Context: an optimization exercise on an open-source flow, tuned for small area, a short achievable clock period and few clock cycles per item. The choices shown serve that exercise and are no tape-out recipe.
Where RTL was checked, it was by simulation tests only, not by an equivalence proof against the original.
Power and IR drop assume default switching activity.

==> module acs_front, before the edit <==
module acs_front (
  input  wire logic                            clk,
  input  wire logic                            rst,
  input  wire logic                            hold,      
  input  wire logic [acs_pkg::CNT_W-1:0]       meas_lim,
  input  wire logic [acs_pkg::CNT_W-1:0]       cal_lim,
  input  wire logic                            n_valid,
  input  wire logic [acs_pkg::CH_W-1:0]        n_ch,
  input  wire logic                            n_kind,
  input  wire logic [acs_pkg::SAMPLE_BITS-1:0] n_sample,
  output logic                                 push,      
  output logic [acs_pkg::CH_W-1:0]             push_ch,
  output logic                                 push_kind,
  output logic [acs_pkg::SUM_W-1:0]            push_sum,
  output logic [acs_pkg::LEN_W-1:0]            push_len,
  output logic [6:0]                           push_len3,   
  output logic                                 push_small   
);
  logic [acs_pkg::SUM_W-1:0] run_sum  [acs_pkg::CHANNELS];
  logic [acs_pkg::CNT_W-1:0] run_len  [acs_pkg::CHANNELS];
  logic                      run_kind [acs_pkg::CHANNELS];
  logic                            in_valid;
  logic [acs_pkg::CH_W-1:0]        in_ch;
  logic                            in_kind;
  logic [acs_pkg::SAMPLE_BITS-1:0] in_sample;
  logic                            in_restart;    
  logic                      restart;
  logic [acs_pkg::SUM_W-1:0] base_sum;
  logic [acs_pkg::CNT_W-1:0] base_len;
  logic [acs_pkg::SUM_W-1:0] sum_next;
  logic [acs_pkg::LEN_W-1:0] len_next;
  logic                      done;
  logic fwd;
  logic n_busy;
  logic n_run_kind;
  always_comb begin
    fwd        = in_valid && (n_ch == in_ch);
    n_busy     = fwd ? !done   : (run_len[n_ch] != '0);
    n_run_kind = fwd ? in_kind : run_kind[n_ch];
  end
  always_ff @(posedge clk) begin
    if (rst) in_valid <= 1'b0;
    else if (!hold) in_valid <= n_valid;
    if (!hold) begin
      in_ch      <= n_ch;
      in_kind    <= n_kind;
      in_sample  <= n_sample;
      in_restart <= n_busy && (n_run_kind != n_kind);
    end
  end
  always_comb begin
    restart  = in_restart;
    base_sum = restart ? '0 : run_sum[in_ch];
    base_len = restart ? '0 : run_len[in_ch];
    sum_next = base_sum + acs_pkg::SUM_W'(in_sample);
    len_next = acs_pkg::LEN_W'(base_len) + acs_pkg::LEN_W'(1);
    done     = base_len >= (in_kind ? cal_lim : meas_lim);
  end
  always_ff @(posedge clk) begin
    if (rst) begin
      for (int i = 0; i < acs_pkg::CHANNELS; i++) begin
        run_sum[i]  <= '0;
        run_len[i]  <= '0;
        run_kind[i] <= 1'b0;
      end
    end else if (in_valid && !hold) begin
      run_kind[in_ch] <= in_kind;
      if (done) begin
        run_sum[in_ch] <= '0;
        run_len[in_ch] <= '0;
      end else begin
        run_sum[in_ch] <= sum_next;
        run_len[in_ch] <= len_next[acs_pkg::CNT_W-1:0];
      end
    end
  end
  assign push       = in_valid && done;
  assign push_ch    = in_ch;
  assign push_kind  = in_kind;
  assign push_sum   = sum_next;
  assign push_len   = len_next;
  assign push_len3  = 7'(len_next[4:0]) + 7'({len_next[4:0], 1'b0});
  assign push_small = base_len < acs_pkg::CNT_W'(16);
endmodule
export LEC_CHECK = 0
export ABC_CLOCK_PERIOD_IN_PS = 3500
export CAP_MARGIN = 20
export CORE_MARGIN = 2
export CORE_UTILIZATION = 40
export SETUP_SLACK_MARGIN = 4.7
export SLEW_MARGIN = 20
create_clock -name core_clock -period 8.5 [get_ports {clk}]
standard.sh (not shown) runs the stock make flow with config.mk's settings and CLKGATE_MAP_FILE= SYNTH_SCRIPT=/design/flow/synth_recipe.tcl, a recipe that flattens the netlist after the stock synthesis.
==> flow/flow/run.sh <==
#!/bin/bash
# The standard layout, with buf_2 port buffers and resizing not held to a cell's footprint.
bash standard.sh MATCH_CELL_FOOTPRINT=0 "BUFFER_PORTS_ARGS=-buffer_cell sky130_fd_sc_hd__buf_2" finish > standard.log 2>&1
The baseline produced a clean layout.
Then changed:
--- a/flow/design.v
+++ b/flow/design.v
@@ -101,35 +101,25 @@
   logic                            in_valid;
   logic [acs_pkg::CH_W-1:0]        in_ch;
   logic                            in_kind;
   logic [acs_pkg::SAMPLE_BITS-1:0] in_sample;
-  logic                            in_restart;    
   logic                      restart;
   logic [acs_pkg::SUM_W-1:0] base_sum;
   logic [acs_pkg::CNT_W-1:0] base_len;
   logic [acs_pkg::SUM_W-1:0] sum_next;
   logic [acs_pkg::LEN_W-1:0] len_next;
   logic                      done;
-  logic fwd;
-  logic n_busy;
-  logic n_run_kind;
-  always_comb begin
-    fwd        = in_valid && (n_ch == in_ch);
-    n_busy     = fwd ? !done   : (run_len[n_ch] != '0);
-    n_run_kind = fwd ? in_kind : run_kind[n_ch];
-  end
   always_ff @(posedge clk) begin
     if (rst) in_valid <= 1'b0;
     else if (!hold) in_valid <= n_valid;
     if (!hold) begin
-      in_ch      <= n_ch;
-      in_kind    <= n_kind;
-      in_sample  <= n_sample;
-      in_restart <= n_busy && (n_run_kind != n_kind);
+      in_ch     <= n_ch;
+      in_kind   <= n_kind;
+      in_sample <= n_sample;
     end
   end
   always_comb begin
-    restart  = in_restart;
+    restart  = (run_len[in_ch] != '0) && (run_kind[in_ch] != in_kind);
     base_sum = restart ? '0 : run_sum[in_ch];
     base_len = restart ? '0 : run_len[in_ch];
     sum_next = base_sum + acs_pkg::SUM_W'(in_sample);
     len_next = acs_pkg::LEN_W'(base_len) + acs_pkg::LEN_W'(1);
Result: The changed run completed without violations. Worst setup slack is worse by 0.28 ns. Power rises by 3.5%. Fmax decreases by 6.9%. Sequential share of layout area went down by 3.8 points. Core utilization went up by 4.7 points. Via count grows by 5.3%. Combinational power increases by 7.8%. Global-route usage increases by 1.4 points. Final area climbs by 8.4%.
Function was not checked in any run of this note: the RTL went through the layout flow alone.

before:
Another version of the RTL of averaged_current_sense (not shown whole).
Size in the first run: about 2700 cells after synthesis, about 530 flip-flops, roughly 75 I/O pins.
clock: 8.5 ns
lec_check: 0
abc_clock_period_in_ps: 3500
cap_margin: 20
core_margin: 2
core_utilization: 40
setup_slack_margin: 4.7
slew_margin: 20
Scripts as last shown in full above: flow/flow/run.sh
Testbench counts of before, summed over its fixed seeds: cycles 16,657, items 4,813.
> inputs changed (before -> after)
-- flow/design.v --
<<< before, line 361
  logic [PW-1:0] row_b;
  logic [FW:0]   low_sum;
  localparam int GW = acs_pkg::GAIN_W + 2;
  logic [GW-1:0] gain3;
  always_ff @(posedge clk) gain3 <= GW'(gain) + GW'({gain, 1'b0});
  logic [PW-1:0] r0 [6];
  logic [PW-1:0] r1 [4];
  logic [PW-1:0] r2 [3];
  always_comb begin
    for (int i = 0; i < 6; i++) begin
      case (p2_corr[2*i +: 2])
        2'd1:    r0[i] = PW'(gain) << (2*i);
        2'd2:    r0[i] = PW'({gain, 1'b0}) << (2*i);
        2'd3:    r0[i] = PW'(gain3) << (2*i);
        default: r0[i] = '0;
      endcase
    end
    for (int i = 0; i < 2; i++) begin
      r1[2*i]   = r0[3*i] ^ r0[3*i+1] ^ r0[3*i+2];
      r1[2*i+1] = ((r0[3*i] & r0[3*i+1]) | (r0[3*i] & r0[3*i+2]) | (r0[3*i+1] & r0[3*i+2])) << 1;
    end
    r2[0] = r1[0] ^ r1[1] ^ r1[2];
    r2[1] = ((r1[0] & r1[1]) | (r1[0] & r1[2]) | (r1[1] & r1[2])) << 1;
    r2[2] = r1[3];
    row_a   = r2[0] ^ r2[1] ^ r2[2];
    row_b   = ((r2[0] & r2[1]) | (r2[0] & r2[2]) | (r2[1] & r2[2])) << 1;
    low_sum = (FW+1)'(row_a[FW-1:0]) + (FW+1)'(row_b[FW-1:0]);
  end
>>> after, line 361
  logic [PW-1:0] row_b;
  logic [FW:0]   low_sum;
  logic [PW-1:0] r0 [12];
  logic [PW-1:0] r1 [8];
  logic [PW-1:0] r2 [6];
  logic [PW-1:0] r3 [4];
  logic [PW-1:0] r4 [3];
  always_comb begin
    for (int i = 0; i < 12; i++) r0[i] = p2_corr[i] ? (PW'(gain) << i) : '0;
    for (int i = 0; i < 4; i++) begin
      r1[2*i]   = r0[3*i] ^ r0[3*i+1] ^ r0[3*i+2];
      r1[2*i+1] = ((r0[3*i] & r0[3*i+1]) | (r0[3*i] & r0[3*i+2]) | (r0[3*i+1] & r0[3*i+2])) << 1;
    end
    for (int i = 0; i < 2; i++) begin
      r2[2*i]   = r1[3*i] ^ r1[3*i+1] ^ r1[3*i+2];
      r2[2*i+1] = ((r1[3*i] & r1[3*i+1]) | (r1[3*i] & r1[3*i+2]) | (r1[3*i+1] & r1[3*i+2])) << 1;
    end
    r2[4] = r1[6];
    r2[5] = r1[7];
    for (int i = 0; i < 2; i++) begin
      r3[2*i]   = r2[3*i] ^ r2[3*i+1] ^ r2[3*i+2];
      r3[2*i+1] = ((r2[3*i] & r2[3*i+1]) | (r2[3*i] & r2[3*i+2]) | (r2[3*i+1] & r2[3*i+2])) << 1;
    end
    r4[0] = r3[0] ^ r3[1] ^ r3[2];
    r4[1] = ((r3[0] & r3[1]) | (r3[0] & r3[2]) | (r3[1] & r3[2])) << 1;
    r4[2] = r3[3];
    row_a   = r4[0] ^ r4[1] ^ r4[2];
    row_b   = ((r4[0] & r4[1]) | (r4[0] & r4[2]) | (r4[1] & r4[2])) << 1;
    low_sum = (FW+1)'(row_a[FW-1:0]) + (FW+1)'(row_b[FW-1:0]);
  end
--- outcome ---
Compared with before, length of routed wiring on met1 in after increased slightly.
Between before and after, proportion of cell area occupied by multi-input gates is lower for before, after comes in above that.
On clock share of power: between before and after, it ends up lower for after.
[after] total power density per cell area fell about 0.9% relative to before
Relative to before, synthesized cell area increased by about 0.66% in after.
Comparing before and after, the higher data arrival at the endpoint of the critical path is on after.
Across both runs, clock power was lower for after than for before.
Any difference in via count of the first global-routing pass between after and before is small enough to ignore.
Testbench counts of after, summed over its fixed seeds: cycles 16,657, items 4,813.

re-timing with driven ports:
How much do the figures lean on ideal ports? The routed layouts below were timed once more, with nothing changed but the port constraints. Step 1: set_driving_cell puts a clkbuf_16 on clk and a buf_2 on each other input, an assumption about the parent block. Step 2 times the ports against the registers' clock, not the clock port: input delays grow and output delays shrink by t, the midpoint of the rising clock arrivals with the driver on. Three values: no drivers, after step 1, after step 2; two values: the first two.
run	shift t [ns]	setup slack, ns	clock arrival spread, ns	slew at the worst register clock pin (ns)
the first run of note 1	0.606	4.744 / 4.744 / 4.300	0.028 / 0.028	0.07 / 0.07
the second run of note 1	0.621	4.465 / 4.465 / 4.215	0.026 / 0.027	0.06 / 0.06
before	0.685	4.654 / 4.654 / 4.147	0.038 / 0.039	0.07 / 0.07
after	0.677	4.548 / 4.548 / 4.189	0.031 / 0.031	0.07 / 0.07
After both steps setup and hold are still met in every run listed. The setup slack of before, which loses most, moves by 0.000 ns with the drivers and by -0.507 ns with both steps.
